This design comes from an exercise in tuning for small area on the open sky130 flow, not from production work. In this exercise RTL edits were held to simulation tests only and were not proved equivalent to the original. Power is estimated from default activity; no workload was simulated.

`design.v`:
```
module regfile_mp_o22ai (
    input  logic a1, a2,
    input  logic b1, b2,
    output logic y
);
    assign y = ~((a1 | a2) & (b1 | b2));
endmodule
module regfile_mp_inv (
    input  logic a,
    output logic y
);
    assign y = ~a;
endmodule
module regfile_mp_nand2 (
    input  logic a, b,
    output logic y
);
    assign y = ~(a & b);
endmodule
module regfile_mp_nand4 (
    input  logic a, b, c, d,
    output logic y
);
    assign y = ~(a & b & c & d);
endmodule
module regfile_mp_nor2 (
    input  logic a, b,
    output logic y
);
    assign y = ~(a | b);
endmodule
module regfile_mp #(
    parameter int DATA_W   = 32,
    parameter int ADDR_W   = 6,
    parameter int ZERO_REG = 0
) (
    input  logic              clk,
    input  logic              rst,
    input  logic [ADDR_W-1:0] ra1,
    input  logic [ADDR_W-1:0] ra2,
    output logic [DATA_W-1:0] rd1,
    output logic [DATA_W-1:0] rd2,
    input  logic [ADDR_W-1:0] wa1,
    input  logic [ADDR_W-1:0] wa2,
    input  logic [DATA_W-1:0] wd1,
    input  logic [DATA_W-1:0] wd2,
    input  logic              we1,
    input  logic              we2,
    input  logic              clr,
    output logic              busy
);
    localparam int DEPTH = 1 << ADDR_W;
    localparam int WSEG  = 32;                  
    localparam int SEG   = 8;                   
    localparam int RSEG  = DATA_W / WSEG;       
    localparam int CSEG  = DEPTH / WSEG;        
    localparam int NPAIR = DEPTH / 2;           
    localparam int PSEG  = DATA_W / SEG;        
    logic              busy_q;
    logic [ADDR_W-1:0] cnt;
    logic              phase;
    always_ff @(posedge clk) begin
        if (rst || clr) begin
            cnt    <= '0;
            busy_q <= 1'b1;
        end else begin
            cnt    <= cnt + ADDR_W'(1);
            if (cnt == ADDR_W'(DEPTH - 1)) busy_q <= 1'b0;
        end
    end
    always_ff @(posedge clk) begin
        phase <= ~(phase | rst);
    end
    logic              uw;
    logic [DEPTH-1:0]  s1, s2, nhold;
    assign uw = ~busy_q & ~rst;
    always_comb begin
        for (int i = 0; i < DEPTH; i++) begin
            s2[i]    = uw & we2 & (wa2 == ADDR_W'(i));
            s1[i]    = busy_q | (uw & we1 & (wa1 == ADDR_W'(i)) & ~s2[i]);
            nhold[i] = s1[i] | s2[i];
        end
    end
    logic [DATA_W-1:0] cola, colb;
    assign cola = wd2 ^ {DATA_W{phase}};
    assign colb = (wd1 & {DATA_W{~busy_q}}) ^ {DATA_W{phase}};
    logic [DEPTH-1:0][RSEG-1:0]  ns1, ns2, hold;
    logic [DATA_W-1:0][CSEG-1:0] ncola, ncolb;
    for (genvar i = 0; i < DEPTH; i++) begin : g_rdrv
        for (genvar c = 0; c < RSEG; c++) begin : g_seg
            regfile_mp_inv u_s1 (.a(s1[i]),    .y(ns1[i][c]));
            regfile_mp_inv u_s2 (.a(s2[i]),    .y(ns2[i][c]));
            regfile_mp_inv u_h  (.a(nhold[i]), .y(hold[i][c]));
        end
    end
    for (genvar j = 0; j < DATA_W; j++) begin : g_cdrv
        for (genvar c = 0; c < CSEG; c++) begin : g_seg
            regfile_mp_inv u_a (.a(cola[j]), .y(ncola[j][c]));
            regfile_mp_inv u_b (.a(colb[j]), .y(ncolb[j][c]));
        end
    end
    logic [DEPTH-1:0][DATA_W-1:0] mem, mem_d, wv;
    for (genvar i = 0; i < DEPTH; i++) begin : g_row
        for (genvar j = 0; j < DATA_W; j++) begin : g_bit
            regfile_mp_o22ai u_wv (
                .a1(ns2[i][j/WSEG]), .a2(ncola[j][i/WSEG]),
                .b1(ns1[i][j/WSEG]), .b2(ncolb[j][i/WSEG]),
                .y (wv[i][j])
            );
            assign mem_d[i][j] = ~((hold[i][j/WSEG] & mem[i][j]) | wv[i][j]);
        end
    end
    always_ff @(posedge clk) mem <= mem_d;
    logic [ADDR_W-1:0] nra1, nra2;
    for (genvar k = 0; k < ADDR_W; k++) begin : g_ain
        regfile_mp_inv u_a1 (.a(ra1[k]), .y(nra1[k]));
        regfile_mp_inv u_a2 (.a(ra2[k]), .y(nra2[k]));
    end
    logic [DEPTH-1:0] rs1, rs2;
    always_comb begin
        for (int i = 0; i < DEPTH; i++) begin
            rs1[i] = ~busy_q & (nra1 == ADDR_W'(DEPTH - 1 - i));
            rs2[i] = ~busy_q & (nra2 == ADDR_W'(DEPTH - 1 - i));
        end
    end
    logic [DEPTH-1:0][PSEG-1:0] nrs1, nrs2;
    for (genvar i = 0; i < DEPTH; i++) begin : g_sdrv
        for (genvar c = 0; c < PSEG; c++) begin : g_seg
            regfile_mp_inv u_r1 (.a(rs1[i]), .y(nrs1[i][c]));
            regfile_mp_inv u_r2 (.a(rs2[i]), .y(nrs2[i][c]));
        end
    end
    logic [NPAIR-1:0][DATA_W-1:0] p1, p2;
    for (genvar g = 0; g < NPAIR; g++) begin : g_rgrp
        for (genvar j = 0; j < DATA_W; j++) begin : g_bit
            regfile_mp_o22ai u_r1 (
                .a1(nrs1[2*g][j/SEG]),   .a2(mem[2*g][j]),
                .b1(nrs1[2*g+1][j/SEG]), .b2(mem[2*g+1][j]),
                .y (p1[g][j])
            );
            regfile_mp_o22ai u_r2 (
                .a1(nrs2[2*g][j/SEG]),   .a2(mem[2*g][j]),
                .b1(nrs2[2*g+1][j/SEG]), .b2(mem[2*g+1][j]),
                .y (p2[g][j])
            );
        end
    end
    logic [DATA_W-1:0] m1, m2;
    for (genvar j = 0; j < DATA_W; j++) begin : g_tree
        logic [NPAIR/2-1:0]  a1, a2;
        logic [NPAIR/8-1:0]  b1, b2;
        logic [NPAIR/16-1:0] c1, c2;
        for (genvar k = 0; k < NPAIR / 2; k++) begin : g_l1
            regfile_mp_nor2 u_1 (.a(p1[2*k][j]), .b(p1[2*k+1][j]), .y(a1[k]));
            regfile_mp_nor2 u_2 (.a(p2[2*k][j]), .b(p2[2*k+1][j]), .y(a2[k]));
        end
        for (genvar k = 0; k < NPAIR / 8; k++) begin : g_l2
            regfile_mp_nand4 u_1 (.a(a1[4*k]), .b(a1[4*k+1]), .c(a1[4*k+2]), .d(a1[4*k+3]), .y(b1[k]));
            regfile_mp_nand4 u_2 (.a(a2[4*k]), .b(a2[4*k+1]), .c(a2[4*k+2]), .d(a2[4*k+3]), .y(b2[k]));
        end
        for (genvar k = 0; k < NPAIR / 16; k++) begin : g_l3
            regfile_mp_nor2 u_1 (.a(b1[2*k]), .b(b1[2*k+1]), .y(c1[k]));
            regfile_mp_nor2 u_2 (.a(b2[2*k]), .b(b2[2*k+1]), .y(c2[k]));
        end
        regfile_mp_nand2 u_4a (.a(c1[0]), .b(c1[1]), .y(m1[j]));
        regfile_mp_nand2 u_4b (.a(c2[0]), .b(c2[1]), .y(m2[j]));
    end
    logic rph;
    assign rph  = ~phase & ~busy_q;
    assign rd1  = m1 ^ {DATA_W{rph}};
    assign rd2  = m2 ^ {DATA_W{rph}};
    assign busy = busy_q;
endmodule
```
`run.sh`:
```
#!/bin/bash
# synth_recipe.tcl (not shown) runs the flow's synth.tcl, then flattens the netlist and writes it again
# the make line also repeats each setting of config.mk as NAME=value (left out here)
make -C /OpenROAD-flow-scripts/flow DESIGN_CONFIG=/design/flow/config.mk WORK_HOME=/design/flow/orfs CLKGATE_MAP_FILE= SYNTH_SCRIPT=/design/flow/synth_recipe.tcl finish
```
`config.mk`:
```
export PLATFORM = sky130hd
export DESIGN_NAME = regfile_mp
export DESIGN_NICKNAME = regfile_mp
export VERILOG_FILES = /design/flow/design.v
export SDC_FILE = /design/flow/constraint.sdc
export NUM_CORES = 4
export LEC_CHECK = 0
export CAP_MARGIN = 20
export CORE_MARGIN = 2
export CORE_UTILIZATION = 45
export CTS_BUF_LIST = sky130_fd_sc_hd__clkbuf_8
export CTS_CLUSTER_DIAMETER = 50
export CTS_CLUSTER_SIZE = 15
export SETUP_SLACK_MARGIN = 0.35
export SLEW_MARGIN = 20
export SYNTH_HIERARCHICAL = 1
```
`constraint.sdc`:
```
create_clock -name core_clock -period 7.5 [get_ports {clk}]
set_input_delay 1.5000 -clock core_clock [delete_from_list [all_inputs] [get_ports {clk}]]
set_output_delay 1.5000 -clock core_clock [all_outputs]
set_load 0.01 [all_outputs]
```
==> metrics.cfg, run 1 <==
[worst_setup_path]
cp_top_family=buffers and inverters
critPathLaunchType=input pin
worstPathRequired_ps=6000
crit_buf_inv=5
worstSetupPathType=input pin to primary output
cp_max_fo=8
crit_arrival_ps=5830
slowest_stage=clkdlybuf4s50_1
crit_chain=clkdlybuf4s50_1 -> inv_1 -> nor2b_4 -> nand2_2 -> nor2_2 -> buf_4 -> inv_1 -> o22ai_1 -> nor2_1 -> nand4_1 -> nor2_1 -> nand2_1 -> xor2_1 -> clkdlybuf4s50_1
cpPeakStageDelay_ps=690
endpoint_kind=primary output

[sta]
finalWorstSetupSlack_ps=169.7
fin_skew_ps=57.63
worst_pin_slew_ps=1187
hold_viol=0
clock.fmax_ghz=0.1364
whs_ps=461.8
fin_crit_sh_pct=97.74
final.min_clock_period_ps=7330
slew_headroom_pct=20.54
drv_slew=0
fin_setup_tns_ps=0
rsz0062_at_grt=yes
setup_viol=0

[cts]
clk_pin_slew_worst_paths_ps=90
cts_made_buffers=228
cts_tree=built
clock-root-buffer=clkbuf_8
cts_max_path_buffers=3
clock_sinks=2056
cts-htree-levels=4
clk_latency_ps=1090

[finish]
drive_gt1_share_pct=8.927
area_delta_synth_final_pct=14.50
final_common_cell=o22ai_1
final_cell_mix=4096 x o22ai_1, 2054 x dfxtp_1, 2049 x a21oi_1
stdcell_area_um2=105500
final-instance-count-excl-fill=14990
nets=12180

[die]
core_area_um2=204000
dieArea_um2=208300
io_pins=158
start_util_pct=45.15
die_x_um=456.4
num_rows=166
die-height_um=456.4

[pwr]
switching_power_mw=7.290
p_clk_share_pct=38.2
vdd_ir_drop_max_mv=0.2280
p_per_area_nw_per_um2=224.8
internal-power_mw=16.41
p_seq_share_pct=52.2
p_sw_share_pct=30.76
combinationalPowerShare_pct=9.5
p_leak_nw=38.18

[run_status]
status=complete, no violations

[synth]
yosys_warnings=7
synth.cell_area_um2=92090
synth_cell_types=44
synthArstFlopShare_pct=0
synth_edf_count=0
synth_top_cell_area_share_pct=44.69
yosys.area.top_type=dfxtp_1
yosysSeqAreaShare_pct=44.69
synth_ff_type=dfxtp_1
synth_area_per_cell_um2=7.992
yosys-top-cells-area=dfxtp_1 45%, o22ai_1 28%, a21oi_1 11%
synth_fp_nets=11620
netlist_instances=11520
synth-seq-cells=2056

[drt]
routedWlPerCell_um=35.47
vias=111300
drc=0
routed_wl_um=531500
via_per_inst=7.424
first_iter_violations=19110
drtPass1Iterations=10
postRouteAntennaNets=0

[job]
maxCapViolCount=0

[placed_design]
dp.cells=14540
postPlaceCellArea_um2=99550
gp_congestion=1.050
pre_cts_ws_ps=-332.4
post-dp-hpwl_um=366300
io_buffer_count=157

[global_route]
use_met1_pct=57.62
grt_util_met2_pct=72.96
grt_max_degree=83
busiest_layer=met2
grt_use_total_pct=48.17
antenna_found_initial=12
grt_pass1_vias=100100
gr-total-overflow=0
use_met3_pct=13.03
grt_pass1_wl_um=741100

[hold_path]
hp-class=register to register

==> modules after synthesis, one instance, submodules excluded <==
module / area, µm² / copies in the design / flops+latches / cells inside
regfile_mp_o22ai: 6.256 / 4096 / 0 / 1
regfile_mp: 57130 / 1 / 2056 / 5111
regfile_mp_nand4: 6.256 / 256 / 0 / 1
regfile_mp_inv: 3.754 / 844 / 0 / 1
regfile_mp_nor2: 3.754 / 1152 / 0 / 1
regfile_mp_nand2: 3.754 / 64 / 0 / 1
==> synthesized netlist by cell type (2+ instances only) <==
library cell	instances
nand2b_1	33
or4b_1	4
a211o_2	8
nor2b_1	10
and4b_1	8
and4_1	2
buf_1	11
nor4_1	2
nor4b_2	5
a31oi_1	32
a211o_1	24
nand3_1	46
nand4bb_1	7
xnor2_1	33
nor4b_1	4
o21ai_0	2
or3b_2	2
nand2_1	118
nand4b_1	4
nand3b_1	2
nand4_1	259
and2_1	2
o22ai_1	4096
nor4bb_1	12
xor2_1	98
or3_1	35
a31o_2	55
dfxtp_1	2056
inv_1	909
buf_6	2
clkbuf_1	256
a31o_1	9
a21oi_1	2049
buf_2	27
nor2_1	1292
==> final cells by class <==
type	instances	area, µm²
fillers	19670	98510
multi-input cells	8261	46880
flip-flops and latches	2056	41170
repair buffers	630	5151
inverters	909	3423
well taps	2688	3363
clock buffers	242	3331
clock inverters	180	2082
diodes	20	50.05
==> per-layer routing <==
| metal | part of all wire (%) | vias to the layer above |
|---|---|---|
| met4 | 10 | 4 |
| met2 | 42 | 9602 |
| met1 | 35 | 52860 |
| li1 | - | 46480 |
| met3 | 13 | 2314 |
| met5 | 0.033 | - |
==> sequential cells by signal, indices dropped and copies added (netlist names) <==
register / flops
phase: 1
mem: 2048
busy_q: 1
cnt: 6
==> metrics by stage <==
step / utilization [%] / total power [mW]
5_1_grt: 51.69 / 24.28
3_3_place_gp: 48.81 / 14.61
6_report: 51.70 / 23.70
4_1_cts: 51.51 / 23.50
3_5_place_dp: 48.81 / 14.71
2_1_floorplan: - / 13.63
==> timing repair <==
item                       4_1_cts  5_1_grt
buffers inserted                 0        1
pin swaps                        0        6
hold endpoints to repair         0        0
cloned                           0        0
setup endpoints to repair       63       63
hold buffers                     0        0
gates resized for setup         33       90
==> worst paths after layout <==
kind,startpoint,to,slack (ps),depth (start not counted)
setup / recovery,ra2[0],rd2[8],170,14
hold / removal,cnt[0]$_SDFF_PP0_,cnt[0]$_SDFF_PP0_,460,1
setup reg to reg,busy_q$_SDFFE_PP1N_,mem[755]$_DFF_P_,2640,8
hold reg to reg,cnt[0]$_SDFF_PP0_,cnt[0]$_SDFF_PP0_,460,1
==> cells by family after synthesis <==
family,count (synthesis),synth area share [%]
xor+xnor,131,1.246
simple gates,1854,8.962
flops,2056,44.69
buf+inv,1206,4.973
compound gates,6275,40.11
fa+ha+maj,1,0.01358
==> power groups by stage <==
stage / registers (mW) / logic, mW / clock network (mW)
after floorplan: 12.4 / 1.24 / 0
after global placement: 12.6 / 2.04 / 0
after detailed placement: 12.6 / 2.12 / 0
after CTS: 12.3 / 2.12 / 9.04
after global routing: 12.5 / 2.34 / 9.47
final: 12.4 / 2.26 / 9.06
==> inputs of run 2 (changes only) <==
--- a/config.mk
+++ b/config.mk
@@ -11,6 +11,6 @@
 export CTS_BUF_LIST = sky130_fd_sc_hd__clkbuf_8
 export CTS_CLUSTER_DIAMETER = 50
 export CTS_CLUSTER_SIZE = 15
-export SETUP_SLACK_MARGIN = 0.35
+export SETUP_SLACK_MARGIN = 0.6
 export SLEW_MARGIN = 20
 export SYNTH_HIERARCHICAL = 1
==> run 2 against run 1 <==
- critical path type unchanged
- sequential power hardly changed
- wire length hardly changed
- register-to-register slack hardly changed
- setup slack better by 210 ps
- power hardly changed
- via count is 0.24% higher
==> metrics.cfg, run 2 <==
[run_status]
status=complete, no violations

[global_route]
grt_max_degree=83  ; unchanged
gr-total-overflow=0  ; unchanged
grt_pass1_vias=100300  ; +0.21%
grt_pass1_wl_um=741900  ; about the same
antenna_found_initial=11  ; -1
grt_use_total_pct=48.21  ; about the same

[pwr]
p_leak_nw=38.30  ; +0.34%
combinationalPowerShare_pct=9.6  ; about the same
p_total_mw=23.71  ; about the same
p_per_area_nw_per_um2=224.0  ; -0.36%
vdd_ir_drop_max_mv=0.2138  ; -6.3%
switching_power_mw=7.290  ; about the same
p_seq_share_pct=52.2  ; about the same
p_sw_share_pct=30.75  ; about the same
p_clk_share_pct=38.2  ; about the same
internal-power_mw=16.41  ; about the same

[worst_setup_path]
slowest_stage=clkdlybuf4s50_1
crit_arrival_ps=5620  ; -210 ps
crit_chain=clkdlybuf4s50_1 -> inv_1 -> nor2b_4 -> nand3_1 -> buf_4 -> nor2_1 -> buf_4 -> inv_1 -> o22ai_1 -> nor2_1 -> nand4_1 -> nor2_2 -> nand2_1 -> xor2_2 -> clkdlybuf4s50_1
cpPeakStageDelay_ps=630  ; -60 ps
cp_max_fo=8  ; unchanged
worstPathRequired_ps=6000  ; about the same
crit_buf_inv=6  ; +1
worstSetupPathType=input pin to primary output
critPathLaunchType=input pin
cp_top_family=buffers and inverters
endpoint_kind=primary output

[drt]
drc=0  ; unchanged
via_per_inst=7.445  ; +0.28%
postRouteAntennaNets=0  ; unchanged
first_iter_violations=19270  ; +0.85%
routed_wl_um=532000  ; about the same
routedWlPerCell_um=35.51  ; +0.12%
vias=111500  ; +0.24%
drtPass1Iterations=12  ; +2

[sta]
slew_headroom_pct=19.46  ; -1.1 points
rsz0062_at_grt=yes
fin_crit_sh_pct=94.92  ; -2.8 points
worst_pin_slew_ps=1203  ; +16.11 ps
hold_viol=0  ; unchanged
final.min_clock_period_ps=7119  ; -211.4 ps
clock.fmax_ghz=0.1405  ; +3.0%
setup_viol=0  ; unchanged
drv_slew=0  ; unchanged
fin_skew_ps=58.62  ; +0.9908 ps

[cts]
cts_tree=built
clk_pin_slew_worst_paths_ps=90  ; about the same
cts_max_path_buffers=3  ; unchanged
clk_latency_ps=1060  ; -30 ps
clock_sinks=2056  ; unchanged
cts-htree-levels=4  ; unchanged
cts.hold.buffers_added=0  ; unchanged
clock-root-buffer=clkbuf_8
cts_made_buffers=228  ; unchanged

[synth]
yosys-top-cells-area=dfxtp_1 45%, o22ai_1 28%, a21oi_1 11%
synth_edf_count=0  ; unchanged
synth_top_family_by_area=compound AO/OA/AOI/OAI gates
synth_most_common_cell=o22ai_1
synth_compound_area_share_pct=40.11  ; unchanged
synth_area_per_cell_um2=7.992  ; unchanged
yosys.area.top_type=dfxtp_1
synth_ff_type=dfxtp_1
synth.cell_area_um2=92090  ; unchanged
synth_cell_types=44  ; unchanged
synth-seq-cells=2056  ; unchanged
synth_common_cells=4096 x o22ai_1, 2056 x dfxtp_1, 2049 x a21oi_1, 1292 x nor2_1, 909 x inv_1
synth_fp_nets=11620  ; unchanged
synth-xor-area-share_pct=1.246  ; unchanged
muxShareOfSynthArea_pct=0  ; unchanged
synth_fa_ha_area_share_pct=0.01359  ; unchanged
synth_top_cell_area_share_pct=44.69  ; unchanged
yosysSeqAreaShare_pct=44.69  ; unchanged
yosys_warnings=7  ; unchanged
netlist_instances=11520  ; unchanged
yosys.area_share.simple_pct=8.962  ; unchanged
synthArstFlopShare_pct=0  ; unchanged

[placed_design]
gp_congestion=1.050  ; unchanged
post-dp-hpwl_um=366300  ; unchanged
postPlaceCellArea_um2=99550  ; unchanged
dp.cells=14540  ; unchanged
io_buffer_count=157  ; unchanged

[finish]
top_regs=mem x2048, cnt x6
fillCellCount=19660  ; -0.051%
stdcell_area_um2=105800  ; +0.37%
largest_reg_flops=2048  ; unchanged
final_cell_mix=4096 x o22ai_1, 2054 x dfxtp_1, 2049 x a21oi_1
final-instance-count-excl-fill=14980  ; -0.033%
final_common_cell=o22ai_1
drive_gt1_share_pct=9.602  ; +0.68 points
nets=12180  ; +0.0082%
area_delta_synth_final_pct=14.93
largest-register=mem

[die]
die_x_um=456.4  ; unchanged
start_util_pct=45.15  ; unchanged
core_area_um2=204000  ; unchanged
dieArea_um2=208300  ; unchanged
num_rows=166  ; unchanged
die-height_um=456.4  ; unchanged
io_pins=158  ; unchanged

[hold_path]
hp-class=register to register

[job]
maxCapViolCount=0  ; unchanged

==> run 2: cell counts after synthesis <==
No cell type changed its count.
==> run 2: repair_timing <==
action	CTS	global route
resized for setup	125	115
pin swaps	4	19
endpoints found under the setup margin	64	62
buffers inserted	1	1
==> run 2: final timing paths <==
path                       start           endpoint  slack, ps  depth (start not counted)
min             mem[609]$_DFF_P_   mem[609]$_DFF_P_        460                          1
max reg2reg  busy_q$_SDFFE_PP1N_  mem[1700]$_DFF_P_       2630                          8
min reg2reg     mem[609]$_DFF_P_   mem[609]$_DFF_P_        460                          1
max                       ra1[2]            rd1[20]        380                         15
==> run 2: kinds of logic (layout without fill, tap and decap cells) <==
family | after synthesis | count (layout)
xor+xnor | 131 | 131
simple gates | 1854 | 1854
flops | 2056 | 2056
other cells | 0 | 14
fa+ha+maj | 1 | 1
buf+inv | 1206 | 1962
compound gates | 6275 | 6275
==> run 2: stage by stage <==
step | util (%) | setup slack (ps) | hold WS [ps] | TNS, ps
floorplan | - | 2700 | 417.6 | 0
global placement | 48.81 | -436.9 | 423.0 | -2179
detailed placement | 48.81 | -332.4 | 448.5 | -1176
CTS | 51.67 | 551.9 | 463.6 | 0
global route | 51.89 | 442.0 | 477.5 | 0
finish | 51.89 | 381.0 | 461.9 | 0
==> run 2: Yosys stat by module, one instance, submodules excluded <==
module,flops+latches,copies in the design,cells inside
regfile_mp_nor2,0,1152,1
regfile_mp_o22ai,0,4096,1
regfile_mp_inv,0,844,1
regfile_mp_nand4,0,256,1
regfile_mp,2056,1,5111
regfile_mp_nand2,0,64,1
==> run 2: per-layer routing <==
layer  up-vias  track usage [%]  wire length (µm)  part of all wire [%]
met4         0            38.63             53960                    10
met2      9673            72.90            224700                    42
met1     53040            57.68            184700                    35
li1      46480                -                 -                     -
met5         -                0                 0                     0
met3      2334            12.99             68640                    13
==> run 2: power groups by stage <==
stage / combinational, mW / clock [mW] / sequential (mW)
global placement: 2.04 / 0 / 12.6
CTS: 2.13 / 9.04 / 12.3
detailed placement: 2.12 / 0 / 12.6
floorplan: 1.24 / 0 / 12.4
finish: 2.27 / 9.05 / 12.4
global route: 2.34 / 9.47 / 12.5
==> run 2: cell type report <==
cell class	instances	area, µm²	share of cell area [%]
antenna	14	35.03	0.03310
clock inverter	180	2082	1.967
clock buffer	242	3331	3.147
tap	2688	3363	3.178
inverter	909	3492	3.299
sequential	2056	41170	38.89
timing repair buffer	631	5175	4.889
multi-input combinational	8261	47200	44.59
==> inputs of run 3 (changes only) <==
--- a/config.mk
+++ b/config.mk
@@ -7,10 +7,10 @@
 export LEC_CHECK = 0
 export CAP_MARGIN = 20
 export CORE_MARGIN = 2
-export CORE_UTILIZATION = 45
+export CORE_UTILIZATION = 48
 export CTS_BUF_LIST = sky130_fd_sc_hd__clkbuf_8
-export CTS_CLUSTER_DIAMETER = 50
-export CTS_CLUSTER_SIZE = 15
-export SETUP_SLACK_MARGIN = 0.6
+export CTS_CLUSTER_DIAMETER = 55
+export CTS_CLUSTER_SIZE = 18
+export SETUP_SLACK_MARGIN = 0.35
 export SLEW_MARGIN = 20
 export SYNTH_HIERARCHICAL = 1
==> run 3 against run 2 <==
- still clean
- clock skew rose by 14 ps
- worst hold slack improved by 2.0 ps
- wire length shrank 4.3%
- die area down 6.2%
- critical path type unchanged
- critical endpoint is now rd1[10]
==> metrics.cfg, run 3 <==
[finish]
final_common_cell=o22ai_1
area_delta_synth_final_pct=13.07
largest-register=mem
largest_reg_flops=2048  ; unchanged
drive_gt1_share_pct=8.365  ; -1.2 points
stdcell_area_um2=104100  ; -1.6%
utilization_pct=54.69  ; +2.8 points
final-instance-count-excl-fill=14730  ; -1.7%
final_cell_mix=4096 x o22ai_1, 2054 x dfxtp_1, 2049 x a21oi_1
nets=12160  ; -0.19%
top_regs=mem x2048, cnt x6

[synth]
synthArstFlopShare_pct=0  ; unchanged
yosysSeqAreaShare_pct=44.69  ; unchanged
synth_cell_types=44  ; unchanged
synth_most_common_cell=o22ai_1
synth_area_per_cell_um2=7.992  ; unchanged
synth.cell_area_um2=92090  ; unchanged
synth_ff_type=dfxtp_1
synth_top_cell_area_share_pct=44.69  ; unchanged
synth-seq-cells=2056  ; unchanged
yosys-top-cells-area=dfxtp_1 45%, o22ai_1 28%, a21oi_1 11%
synth_edf_count=0  ; unchanged
netlist_instances=11520  ; unchanged
synth_fp_nets=11620  ; unchanged
synth_common_cells=4096 x o22ai_1, 2056 x dfxtp_1, 2049 x a21oi_1, 1292 x nor2_1, 909 x inv_1
yosys_warnings=7  ; unchanged
yosys.area.top_type=dfxtp_1

[worst_setup_path]
path_common_cell=nor2_1
slowest_stage=clkdlybuf4s50_1
regToRegEndpoint=mem[1658]$_DFF_P_
endpoint_kind=primary output
cpPeakStageDelay_ps=540  ; -90 ps
crit_arrival_ps=5940  ; +320 ps
r2r_cells=10  ; +2
r2r_slack_ps=2430  ; -200 ps
worstPathRequired_ps=6000  ; about the same
worstSetupPathType=input pin to primary output
critPathLaunchType=input pin
crit_chain=clkdlybuf4s50_1 -> inv_1 -> nor2b_2 -> nand3_2 -> nor2_1 -> buf_4 -> inv_1 -> o22ai_1 -> nor2_1 -> nand4_1 -> nor2_1 -> nand2_1 -> xor2_1 -> buf_4 -> clkdlybuf4s50_1
cp_max_fo=8  ; unchanged
reg2reg_from=busy_q$_SDFFE_PP1N_

[die]
die_x_um=442.0  ; -3.1%
die-height_um=442.0  ; -3.1%
start_util_pct=48.37  ; +3.2 points
core_area_um2=190400  ; -6.7%
io_pins=158  ; unchanged
dieArea_um2=195400  ; -6.2%
num_rows=160  ; -3.6%

[cts]
cts_made_buffers=183  ; -20%
cts.hold.buffers_added=0  ; unchanged
clk_latency_ps=1080  ; +20 ps
clock-root-buffer=clkbuf_8
clock_sinks=2056  ; unchanged
cts_tree=built
clk_pin_slew_worst_paths_ps=80  ; about the same
cts_max_path_buffers=3  ; unchanged
cts-htree-levels=4  ; unchanged

[hold_path]
min_to=mem[1063]$_DFF_P_
hp-class=register to register
hp-start=mem[1063]$_DFF_P_
holdPathStages=1  ; unchanged

[sta]
clock.fmax_ghz=0.1344  ; -4.3%
whs_ps=463.9  ; +1.995 ps
hold_viol=0  ; unchanged
slew_headroom_pct=15.97  ; -3.5 points
fin_skew_ps=72.15  ; +13.54 ps
rsz0062_at_grt=yes
finalWorstSetupSlack_ps=57.73  ; -323.3 ps
fin_setup_tns_ps=0  ; unchanged
fin_crit_sh_pct=99.23  ; +4.3 points
setup_viol=0  ; unchanged
drv_slew=0  ; unchanged
final.min_clock_period_ps=7442  ; +323.3 ps
worst_pin_slew_ps=1260  ; +57.43 ps

[drt]
first_iter_violations=17130  ; -11%
via_per_inst=7.517  ; +0.98%
postRouteAntennaNets=0  ; unchanged
drc=0  ; unchanged
routedWlPerCell_um=34.55  ; -2.7%
routed_wl_um=509000  ; -4.3%
drtPass1Iterations=12  ; unchanged
vias=110700  ; -0.71%

[pwr]
p_total_mw=22.17  ; -6.5%
p_clk_share_pct=34.2  ; -4.0 points
p_sw_share_pct=30.73  ; about the same
p_leak_nw=37.79  ; -1.3%
combinationalPowerShare_pct=10.0  ; +0.4 points
p_per_area_nw_per_um2=212.9  ; -4.9%
vdd_ir_drop_max_mv=0.1870  ; -13%
internal-power_mw=15.36  ; -6.4%
switching_power_mw=6.812  ; -6.6%
p_seq_share_pct=55.7  ; +3.5 points

[placed_design]
post-dp-hpwl_um=351100  ; -4.2%
pre_cts_ws_ps=-266.8  ; +65.65 ps
postPlaceCellArea_um2=99370  ; -0.18%
io_buffer_count=157  ; unchanged
dp.cells=14370  ; -1.2%
gp_congestion=1.089  ; +3.7%

[global_route]
grt_pass1_wl_um=716100  ; -3.5%
antenna_found_initial=13  ; +2
grt_use_total_pct=49.12  ; +0.92 points
grt_max_degree=88  ; +6.0%
grt_pass1_vias=100000  ; -0.28%
gr-total-overflow=0  ; unchanged

[run_status]
status=complete, no violations

[job]
maxCapViolCount=0  ; unchanged

## run 3: changes by cell type in the layout (fill, tap and decap cells not counted), moves of 7 or more
cell        previous run  this run
inv_1                830       883
nor2_1              1171      1220
nor2_2                90        47
clkbuf_8             242       200
clkinv_1              44        16
clkinvlp_4            49        22
buf_4                467       486
bufinv_16             22         9
inv_8                 30        19
clkinv_2              17        10
## run 3: cells by family (layout without fill, tap and decap cells)
group                    count (synthesis)  after routing  synth area share (%)
XOR/XNOR                               131            131                 1.246
buffers and inverters                 1206           1888                 4.973
adder cells (fa/ha/maj)                  1              1               0.01358
other                                    0             15                     0
AO/OA/AOI/OAI                         6275           6275                 40.11
flip-flops                            2056           2056                 44.69
AND/OR/NAND/NOR                       1854           1854                 8.962
## run 3: per-module statistics from Yosys, one instance, submodules excluded
module	cell area [µm²]	cells inside	flops+latches
regfile_mp_nand4	6.256	1	0
regfile_mp	57130	5111	2056
regfile_mp_nor2	3.754	1	0
regfile_mp_inv	3.754	1	0
regfile_mp_o22ai	6.256	1	0
regfile_mp_nand2	3.754	1	0
## run 3: worst max path at each step
stage | start | to | depth (start not counted)
2_1_floorplan | ra1[5] | rd1[0] | 12
6_report | ra1[1] | rd1[10] | 15
5_1_grt | ra1[2] | rd1[10] | 14
3_5_place_dp | ra2[4] | rd2[8] | 15
4_1_cts | ra1[1] | rd1[10] | 15
3_3_place_gp | ra2[4] | rd2[8] | 16
## run 3: layer usage
layer  vias up  track usage [%]  share of wire [%]
li1      46380                -                  -
met1     52690            58.72                 34
met2      9369            75.39                 43
met3      2289            13.79                 13
met4        14            36.13                9.6
met5         -           0.5861              0.050
## run 3: power groups by stage
stage	registers (mW)	clock network [mW]	logic (mW)
floorplan	12.4	0	1.24
global placement	12.5	0	1.99
detailed placement	12.6	0	2.08
CTS	12.3	7.54	2.08
global route	12.4	7.96	2.30
finish	12.4	7.59	2.23
## run 3: what timing repair did
action / 4_1_cts / 5_1_grt
pin swaps: 4 / 7
setup endpoints to repair: 42 / 58
gates resized for setup: 62 / 73
hold endpoints to repair: 0 / 0
setup buffers: 8 / 8
cloned: 0 / 0
## run 3: critical path: cells and delay by family
kind	cells	cell delay, ps
buffers and inverters	6	2020
and+or+nand+nor	7	1760
xor gates and xnor gates	1	480
AOI/OAI and AO/OA	1	150
## run 3: cell type report
cell class | instances | area [µm²]
timing repair buffer | 653 | 5361
inverter | 909 | 3427
fill | 18020 | 86260
multi-input combinational | 8261 | 46940
antenna | 15 | 37.54
tap | 2511 | 3142
sequential | 2056 | 41170
clock inverter | 126 | 1300
clock buffer | 200 | 2753

re-timing with driven ports:
The results above use ideal ports. As a check the final layouts listed here were re-extracted and re-timed, cells and wires unchanged. Step 1, drivers: a clkbuf_16 drives clk and a buf_2 each remaining input, both assumed. Step 2 times the ports against the registers' clock, not the clock port: input delays grow and output delays shrink by t, the midpoint of the rising clock arrivals with the driver on. a / b / c = ideal / step 1 / step 2; a / b = the first two.
run	shift t [ns]	slack for setup (ns)	latest minus earliest clock arrival (ns)
run 1	1.176	0.170 / 0.137 / 0.137	0.074 / 0.074
run 2	1.149	0.381 / 0.353 / 0.353	0.077 / 0.077
run 3	1.149	0.058 / 0.033 / 0.033	0.082 / 0.082
After both steps every run listed still meets setup and hold. For run 1, which loses most, drivers alone change the setup slack by -0.033 ns; drivers and shift together by -0.033 ns.
